From an optimization exercise on the open Yosys and OpenROAD flow, aimed at small area; shortcuts taken in it are not production practice. The RTL was checked by simulation tests, not by an equivalence proof against the original design. Power and IR drop assume default switching activity.

==> inputs of v20 <==
==> flow/design.v <==
package cpu_pkg;
  localparam int XLEN     = 64;
  localparam int NUM_REGS = 32;
  localparam int CTRL_W   = 16;
  localparam logic [4:0] ZERO_REG = 5'd31;
endpackage
module rf_wbit
(
  input  logic s,
  input  logic sn,
  input  logic d,
  input  logic q,
  output logic y
);
  assign y = (s & d) | (sn & q);
endmodule
module rf_rsel
(
  input  logic s0,
  input  logic d0,
  input  logic s1,
  input  logic d1,
  input  logic s2,
  input  logic d2,
  output logic y_n
);
  assign y_n = !((s0 & d0) | (s1 & d1) | (s2 & d2));
endmodule
import cpu_pkg::*;
module register_read_stage
(
  input  logic              clk,
  input  logic              reset_n,
  input  logic              RegWriteWB,
  input  logic [4:0]        WriteRegWB,
  input  logic [XLEN-1:0]   FinalWriteData,
  input  logic              in_valid,
  input  logic [4:0]        Rn,
  input  logic [4:0]        Rm,
  input  logic [4:0]        Rd,
  input  logic              MemReadID,
  input  logic [CTRL_W-1:0] CtrlID,
  input  logic              flush,
  output logic [XLEN-1:0]   ReadData1EX,
  output logic [XLEN-1:0]   ReadData2EX,
  output logic [4:0]        RnEX,
  output logic [4:0]        RmEX,
  output logic [4:0]        RdEX,
  output logic              MemReadEX,
  output logic [CTRL_W-1:0] CtrlEX,
  output logic              ValidEX,
  output logic              stall
);
  localparam int NR = NUM_REGS - 1;    
  localparam int NG = NR / 3;          
  logic [XLEN-1:0] regs [NR];
  logic [XLEN-1:0] regs_d [NR];
  logic [NR-1:0]   written;
  logic [NR-1:0]   wsel;
  logic [NR-1:0]   wsel_n;
  logic [NR-1:0]   written_d;
  logic [NR-1:0]   rsel1;      
  logic [NR-1:0]   rsel2;      
  always_comb begin
    for (int i = 0; i < NR; i++) begin
      wsel[i]   = RegWriteWB && (WriteRegWB == 5'(i));
      wsel_n[i] = !wsel[i];
    end
  end
  assign written_d = written | wsel;
  always_ff @(posedge clk or negedge reset_n) begin
    if (!reset_n) begin
      written <= '0;
      rsel1   <= '0;
      rsel2   <= '0;
    end else begin
      written <= written_d;
      for (int i = 0; i < NR; i++) begin
        rsel1[i] <= (Rn == 5'(i)) && written_d[i];
        rsel2[i] <= (Rm == 5'(i)) && written_d[i];
      end
    end
  end
  for (genvar i = 0; i < NR; i++) begin : g_reg
    for (genvar b = 0; b < XLEN; b++) begin : g_bit
      rf_wbit u_w (
        .s (wsel[i]),
        .sn(wsel_n[i]),
        .d (FinalWriteData[b]),
        .q (regs[i][b]),
        .y (regs_d[i][b])
      );
    end
    always_ff @(posedge clk) begin
      regs[i] <= regs_d[i];
    end
  end
  logic [XLEN-1:0] grp1_n [NG];
  logic [XLEN-1:0] grp2_n [NG];
  for (genvar g = 0; g < NG; g++) begin : g_grp
    for (genvar b = 0; b < XLEN; b++) begin : g_bit
      rf_rsel u_r1 (
        .s0(rsel1[3*g]),   .d0(regs[3*g][b]),
        .s1(rsel1[3*g+1]), .d1(regs[3*g+1][b]),
        .s2(rsel1[3*g+2]), .d2(regs[3*g+2][b]),
        .y_n(grp1_n[g][b])
      );
      rf_rsel u_r2 (
        .s0(rsel2[3*g]),   .d0(regs[3*g][b]),
        .s1(rsel2[3*g+1]), .d1(regs[3*g+1][b]),
        .s2(rsel2[3*g+2]), .d2(regs[3*g+2][b]),
        .y_n(grp2_n[g][b])
      );
    end
  end
  always_comb begin
    ReadData1EX = {XLEN{rsel1[NR-1]}} & regs[NR-1];
    ReadData2EX = {XLEN{rsel2[NR-1]}} & regs[NR-1];
    for (int g = 0; g < NG; g++) begin
      ReadData1EX = ReadData1EX | ~grp1_n[g];
      ReadData2EX = ReadData2EX | ~grp2_n[g];
    end
  end
  logic              load_use;
  logic              live;       
  logic [4:0]        rd_q;
  logic              mem_read_q;
  logic [CTRL_W-1:0] ctrl_q;
  logic              valid_q;
  assign RdEX      = live ? rd_q : ZERO_REG;
  assign MemReadEX = live & mem_read_q;
  assign CtrlEX    = live ? ctrl_q : '0;
  assign ValidEX   = live & valid_q;
  assign load_use = ValidEX && MemReadEX && (RdEX != ZERO_REG) && in_valid &&
                    ((RdEX == Rn) || (RdEX == Rm));
  assign stall = load_use && !flush;
  always_ff @(posedge clk or negedge reset_n) begin
    if (!reset_n) begin
      RnEX <= ZERO_REG;
      RmEX <= ZERO_REG;
      live <= 1'b0;
    end else begin
      RnEX <= Rn;
      RmEX <= Rm;
      live <= !(flush || load_use);
    end
  end
  always_ff @(posedge clk) begin
    rd_q       <= Rd;
    mem_read_q <= MemReadID;
    ctrl_q     <= CtrlID;
    valid_q    <= in_valid;
  end
endmodule
==> flow/flow/run.sh <==
#!/bin/bash
# Layout flow: the standard ORFS flow (standard.sh), unchanged except for
# the clock tree synthesis arguments (larger sink clusters, no dummy loads)
# and the cell used to buffer the ports.
set -euo pipefail
export CTS_ARGS="-sink_clustering_enable -repair_clock_nets -dont_use_dummy_load -sink_clustering_size 24 -sink_clustering_max_diameter 100"
export BUFFER_PORTS_ARGS="-buffer_cell sky130_fd_sc_hd__buf_1"
bash standard.sh finish > standard.log 2>&1
==> flow/standard.sh <==
#!/bin/bash
# synth_recipe.tcl (not shown) runs the flow's synth.tcl, then flattens the netlist and writes it again
# the make line also repeats each setting of config.mk as NAME=value (left out here)
make -C /OpenROAD-flow-scripts/flow DESIGN_CONFIG=/design/flow/config.mk WORK_HOME=/design/flow/orfs CLKGATE_MAP_FILE= SYNTH_SCRIPT=/design/flow/synth_recipe.tcl "${@:-finish}"
==> flow/config.mk <==
export PLATFORM = sky130hd
export DESIGN_NAME = register_read_stage
export DESIGN_NICKNAME = register_read_stage
export VERILOG_FILES = /design/flow/design.v
export SDC_FILE = /design/flow/constraint.sdc
export NUM_CORES = 4
export LEC_CHECK = 0
export CAP_MARGIN = 20
export CORE_MARGIN = 2
export CORE_UTILIZATION = 40
export PLACE_DENSITY = 0.55
export SLEW_MARGIN = 20
export SYNTH_HIERARCHICAL = 1
export SYNTH_MINIMUM_KEEP_SIZE = 0
==> flow/constraint.sdc <==
create_clock -name core_clock -period 5.0 [get_ports {clk}]
set_input_delay 1.0000 -clock core_clock [delete_from_list [all_inputs] [get_ports {clk}]]
set_output_delay 1.0000 -clock core_clock [all_outputs]
set_load 0.01 [all_outputs]
==> v23 (differences from v20) <==
--- a/flow/design.v
+++ b/flow/design.v
@@ -59,25 +59,19 @@
   logic [NR-1:0]   wsel;
   logic [NR-1:0]   wsel_n;
-  logic [NR-1:0]   written_d;
-  logic [NR-1:0]   rsel1;      
-  logic [NR-1:0]   rsel2;      
+  logic [NR-1:0]   rsel1;
+  logic [NR-1:0]   rsel2;
   always_comb begin
     for (int i = 0; i < NR; i++) begin
       wsel[i]   = RegWriteWB && (WriteRegWB == 5'(i));
       wsel_n[i] = !wsel[i];
+      rsel1[i]  = (RnEX == 5'(i)) && written[i];
+      rsel2[i]  = (RmEX == 5'(i)) && written[i];
     end
   end
-  assign written_d = written | wsel;
   always_ff @(posedge clk or negedge reset_n) begin
     if (!reset_n) begin
       written <= '0;
-      rsel1   <= '0;
-      rsel2   <= '0;
     end else begin
-      written <= written_d;
-      for (int i = 0; i < NR; i++) begin
-        rsel1[i] <= (Rn == 5'(i)) && written_d[i];
-        rsel2[i] <= (Rm == 5'(i)) && written_d[i];
-      end
+      written <= written | wsel;
     end
   end
==> flow/run.sh (new file) <==
#!/bin/bash
# synth_recipe.tcl (not shown) runs the flow's synth.tcl, then flattens the netlist and writes it again
# the make line also repeats each setting of config.mk as NAME=value (left out here)
make -C /OpenROAD-flow-scripts/flow DESIGN_CONFIG=/design/flow/config.mk WORK_HOME=/design/flow/orfs CLKGATE_MAP_FILE= SYNTH_SCRIPT=/design/flow/synth_recipe.tcl finish
- CORE_UTILIZATION: 40 -> 30
- PLACE_DENSITY: 0.55 -> 0.45
removed: flow/flow/run.sh
removed: flow/standard.sh
==> run_results.csv <==
group,metric,value,unit
power,internal_power,26.16,mW
setup_path,arrival,3660,ps
grt,met1_usage,51.50,%
run_status,status,"complete, no violations",
synthesis,async_flop_share,4.927,%
setup_path,crit_path_max_fanout,28,
synthesis,yosys-top-cells-count,"dfxtp_1 (2007), a22o_1 (1984), a222oi_1 (1280), nand4_1 (259), nand2_1 (164)",
cells_and_area,layout_common_cells,"dfxtp_1 (2007), a22o_1 (1984), a222oi_1 (1280)",
cells_and_area,register_area,0.04303,mm2
# the run above: v20

==> run_results.csv <==
group,metric,value,unit
cells_and_area,layout_common_cells,"dfxtp_1 (2007), a22o_1 (1984), a222oi_1 (1280)",
sta,fin_ws,-181.9,ps
run_status,status,"finished with violations",
synthesis,yosys-top-cells-count,"dfxtp_1 (2007), a22o_1 (1984), a222oi_1 (1280), nand4_1 (257), nand2_1 (170)",
power,internal_power,32.16,mW
sta,setup_violations,26,
run_status,so_faults,"setup timing",
synthesis,async_flop_share,2.050,%
# the run above: v23


==> inputs of garnet <==
RTL: the design.v shown in full above, as it stands there.
Settings: LEC_CHECK=0, CAP_MARGIN=20, CORE_MARGIN=2, CORE_UTILIZATION=40, PLACE_DENSITY=0.55, SLEW_MARGIN=20, SYNTH_HIERARCHICAL=1, SYNTH_MINIMUM_KEEP_SIZE=0; clock period 5.0 ns.
standard.sh (not shown) runs the stock make flow with config.mk's settings and CLKGATE_MAP_FILE= SYNTH_SCRIPT=/design/flow/synth_recipe.tcl, a recipe that flattens the netlist after the stock synthesis.
==> flow/flow/run.sh <==
#!/bin/bash
# Layout flow: the standard ORFS flow (standard.sh), unchanged except for
# the clock tree synthesis arguments (larger sink clusters, no dummy loads)
# and the cell used to buffer the ports.
set -euo pipefail
export CTS_ARGS="-sink_clustering_enable -repair_clock_nets -dont_use_dummy_load -sink_clustering_size 27 -sink_clustering_max_diameter 110"
export BUFFER_PORTS_ARGS="-buffer_cell sky130_fd_sc_hd__buf_1"
bash standard.sh finish > standard.log 2>&1
==> cedar: changes against garnet <==
==> flow/flow/run.sh (replaced) <==
#!/bin/bash
# Layout flow: the standard ORFS flow (standard.sh), unchanged except for
# the clock tree synthesis arguments (larger sink clusters, no dummy loads)
# and the cell used to buffer the ports.
set -euo pipefail
export CTS_ARGS="-sink_clustering_enable -repair_clock_nets -dont_use_dummy_load -sink_clustering_size 24 -sink_clustering_max_diameter 100"
export BUFFER_PORTS_ARGS="-buffer_cell sky130_fd_sc_hd__buf_1"
bash standard.sh finish > standard.log 2>&1
--- a/flow/config.mk
+++ b/flow/config.mk
@@ -7,8 +7,8 @@
 export LEC_CHECK = 0
 export CAP_MARGIN = 20
 export CORE_MARGIN = 2
-export CORE_UTILIZATION = 40
-export PLACE_DENSITY = 0.55
+export CORE_UTILIZATION = 30
+export PLACE_DENSITY = 0.45
 export SLEW_MARGIN = 20
 export SYNTH_HIERARCHICAL = 1
 export SYNTH_MINIMUM_KEEP_SIZE = 0
==> juniper: changes against garnet <==
--- a/flow/config.mk
+++ b/flow/config.mk
@@ -7,8 +7,8 @@
 export LEC_CHECK = 0
 export CAP_MARGIN = 20
 export CORE_MARGIN = 2
-export CORE_UTILIZATION = 40
-export PLACE_DENSITY = 0.55
+export CORE_UTILIZATION = 55
+export PLACE_DENSITY = 0.7
 export SLEW_MARGIN = 20
 export SYNTH_HIERARCHICAL = 1
 export SYNTH_MINIMUM_KEEP_SIZE = 0
==> run summary <==
                                                      cedar         juniper          garnet
Outcome                                        finished clean  finished clean  finished clean
Die Width                                              514 um          381 um          446 um
Number of cells in the design after placement           10100            8542            9216
Part of the power in the clock network                  26.0%           23.8%           24.4%
Detailed-route wire length                             452 mm          375 mm          415 mm
Worst endpoint data arrival time                      3.84 ns         3.58 ns         3.62 ns
Detailed-routed wire length on met3                   58.6 mm         70.2 mm         64.8 mm
Worst stage delay on the critical path                0.83 ns         0.81 ns         0.68 ns
Clock buffers and inverters, area share                 2.99%           2.56%           2.59%
Fill cell instance count of the final layout            25500           11500           18000
Sw power                                              10.8 mW         10.2 mW         10.5 mW
FF-to-FF setup slack                                  3.04 ns         2.89 ns         3.02 ns
Number of rows created at floorplan                       187             138             162
Gpl congestion                                          0.838           0.924           0.899
Worst hold margin                                    0.232 ns        0.333 ns        0.297 ns
Global-route wire length before repair                 610 mm          527 mm          567 mm

==> port drivers added, routing unchanged <==
In the flow no input, the clock included, has a driving cell. The finished layouts below were timed again as built, in two steps. Step 1 assumes that a clkbuf_16 drives the clock port and a buf_2 every other input. Step 2 moves the port delays by t, midway between the first and last clock arrival at a register: inputs arrive t later, outputs are due t later. That takes back most of the time a late clock gives input paths. a / b / c = ideal ports / drivers / drivers and shift; a / b = the first two.
run | shift t [ns] | setup WS [ns] | worst register clock-pin slew, ns
v20 | 0.887 | 0.343 / 0.242 / 0.707 | 0.11 / 0.11
v23 | 0.989 | -0.182 / -0.280 / 0.701 | 0.07 / 0.07
garnet | 0.846 | 0.382 / 0.281 / 0.656 | 0.12 / 0.12
cedar | 0.918 | 0.161 / 0.056 / 0.809 | 0.11 / 0.11
juniper | 0.853 | 0.423 / 0.329 / 0.767 | 0.12 / 0.12
